This design comes from an exercise in tuning for small area, a short achievable clock period and few clock cycles on the open sky130 flow, not from production work.
The RTL was checked by simulation tests, not by an equivalence proof against the original design.

==> flow/design.v (excerpt) <==
module normalized_cross_correlation
(
    input  logic               clk,
    input  logic               rst_n,
    input  logic               pixel_valid,
    output logic               pixel_ready,
    input  logic [7:0]         scene_pixel,
    input  logic [7:0]         templ_pixel,
    input  logic               last_pixel,
    output logic               result_valid,
    input  logic               result_ready,
    output logic signed [15:0] correlation,
    output logic               degenerate
);
For scale: roughly 4,700 cells after synthesis, about 40 I/O pins, about 0.046 mm² of cells after synthesis.
==> module normalized_cross_correlation, before the edit <==
module normalized_cross_correlation
(
    input  logic               clk,
    input  logic               rst_n,
    input  logic               pixel_valid,
    output logic               pixel_ready,
    input  logic [7:0]         scene_pixel,
    input  logic [7:0]         templ_pixel,
    input  logic               last_pixel,
    output logic               result_valid,
    input  logic               result_ready,
    output logic signed [15:0] correlation,
    output logic               degenerate
);
    logic               in_v, in_c, in_last;
    logic [7:0]         in_s, in_t;
    logic               cl, zero, full;
    logic               accept, close, load, restart, use_nx;
    logic [COUNT_W-1:0] n_nx, n_q;
    logic [SUM_W-1:0]   ss_q, st_q;
    logic [SQ_W-1:0]    sss_q, stt_q, sst_q;
    assign close       = in_v && in_last;
    assign load        = cl && !full;
    assign restart     = load || zero;
    assign pixel_ready = !((close && full) || (close && cl) || (cl && full));
    assign accept      = pixel_valid && pixel_ready;
    assign use_nx      = close || !n_nx[COUNT_W-1];
    always_ff @(posedge clk or negedge rst_n)
    begin
        if (!rst_n)
        begin
            in_v <= 1'b0;
            in_c <= 1'b0;
            in_s <= 8'd0;
            in_t <= 8'd0;
            cl   <= 1'b0;
            zero <= 1'b1;
        end
        else
        begin
            in_v <= accept;
            in_c <= accept && use_nx;
            in_s <= (accept && use_nx) ? scene_pixel : 8'd0;
            in_t <= (accept && use_nx) ? templ_pixel : 8'd0;
            cl   <= close || (cl && full);
            zero <= 1'b0;
        end
    end
    always_ff @(posedge clk)
    begin
        in_last <= last_pixel;
    end
    ncc_dp u_dp (
        .clk      (clk),
        .cnt      (in_c),
        .restart  (restart),
        .s        (in_s),
        .t        (in_t),
        .n_next   (n_nx),
        .n_reg    (n_q),
        .ss_reg   (ss_q),
        .st_reg   (st_q),
        .sss_reg  (sss_q),
        .stt_reg  (stt_q),
        .sst_reg  (sst_q)
    );
    ncc_ctrl u_post (
        .clk          (clk),
        .rst_n        (rst_n),
        .load         (load),
        .full         (full),
        .n_in         (n_q),
        .ss_in        (ss_q),
        .st_in        (st_q),
        .sss_in       (sss_q),
        .stt_in       (stt_q),
        .sst_in       (sst_q),
        .result_valid (result_valid),
        .result_ready (result_ready),
        .correlation  (correlation),
        .degenerate   (degenerate)
    );
endmodule
==> flow/config.mk <==
export PLATFORM = sky130hd
export DESIGN_NAME = normalized_cross_correlation
export DESIGN_NICKNAME = normalized_cross_correlation
export VERILOG_FILES = /design/flow/design.v
export SDC_FILE = /design/flow/constraint.sdc
export NUM_CORES = 4
export LEC_CHECK = 0
export CAP_MARGIN = 20
export CORE_MARGIN = 2
export CORE_UTILIZATION = 45
export SLEW_MARGIN = 20
==> flow/constraint.sdc <==
create_clock -name core_clock -period 11.0 [get_ports {clk}]
set_input_delay 2.2000 -clock core_clock [delete_from_list [all_inputs] [get_ports {clk}]]
set_output_delay 2.2000 -clock core_clock [all_outputs]
set_load 0.01 [all_outputs]
standard.sh (not shown) runs the stock make flow with config.mk's settings and CLKGATE_MAP_FILE= SYNTH_SCRIPT=/design/flow/synth_recipe.tcl, a recipe that flattens the netlist after the stock synthesis.
==> flow/flow/run.sh <==
#!/bin/bash
set -euo pipefail
bash standard.sh SETUP_SLACK_MARGIN=6 finish > standard.log 2>&1
Testbench counts at the start, summed over its fixed seeds: cycles 45,507.
Edit:
--- a/flow/design.v
+++ b/flow/design.v
@@ -610,5 +610,5 @@
     logic               in_v, in_c, in_last;
     logic [7:0]         in_s, in_t;
-    logic               cl, zero, full;
+    logic               cl, zero, zero2, full;
     logic               accept, close, load, restart, use_nx;
     logic [COUNT_W-1:0] n_nx, n_q;
@@ -617,5 +617,5 @@
     assign close       = in_v && in_last;
     assign load        = cl && !full;
-    assign restart     = load || zero;
+    assign restart     = load || zero || zero2;
     assign pixel_ready = !((close && full) || (close && cl) || (cl && full));
     assign accept      = pixel_valid && pixel_ready;
@@ -627,8 +627,7 @@
             in_v <= 1'b0;
             in_c <= 1'b0;
-            in_s <= 8'd0;
-            in_t <= 8'd0;
-            cl   <= 1'b0;
-            zero <= 1'b1;
+            cl    <= 1'b0;
+            zero  <= 1'b1;
+            zero2 <= 1'b1;
         end
         else
@@ -636,12 +635,13 @@
             in_v <= accept;
             in_c <= accept && use_nx;
-            in_s <= (accept && use_nx) ? scene_pixel : 8'd0;
-            in_t <= (accept && use_nx) ? templ_pixel : 8'd0;
-            cl   <= close || (cl && full);
-            zero <= 1'b0;
+            cl    <= close || (cl && full);
+            zero  <= 1'b0;
+            zero2 <= zero;
         end
     end
     always_ff @(posedge clk)
     begin
+        in_s    <= (accept && use_nx) ? scene_pixel : 8'd0;
+        in_t    <= (accept && use_nx) ? templ_pixel : 8'd0;
         in_last <= last_pixel;
     end
=> The new run finished with timing, DRC and antenna clean. Final cell count barely changes. Cell area came out lower by 1.6%. Setup slack improved by 150 ps. Clock skew came out higher by 3.8 ps. Maximum frequency came out higher by 3.1%. Utilization came out lower by 0.91 points.
Testbench counts after the change, summed over its fixed seeds: cycles 45,507.

## separate check: timing with driven ports
Ports are ideal in the flow. The routed layouts listed here were re-timed in OpenROAD. Step 1 assumes that a clkbuf_16 drives the clock port and a buf_2 every other input. Step 2 times the ports against the registers' clock, not the clock port: input delays grow and output delays shrink by t, the midpoint of the rising clock arrivals with the driver on. Slacks: no drivers / after step 1 / after step 2; pairs: no drivers / after step 1.
run | t (ns) | setup slack, ns | worst setup path after step 2 | worst data-port slew with drivers (ns) | pins driven straight from the clock port
the first run | 0.726 | 5.927 / 5.927 / 5.927 | register to register | 0.04 | 1
the second run | 0.752 | 6.078 / 6.078 / 6.078 | register to register | 0.03 | 1
After both steps every run listed still meets setup and hold.
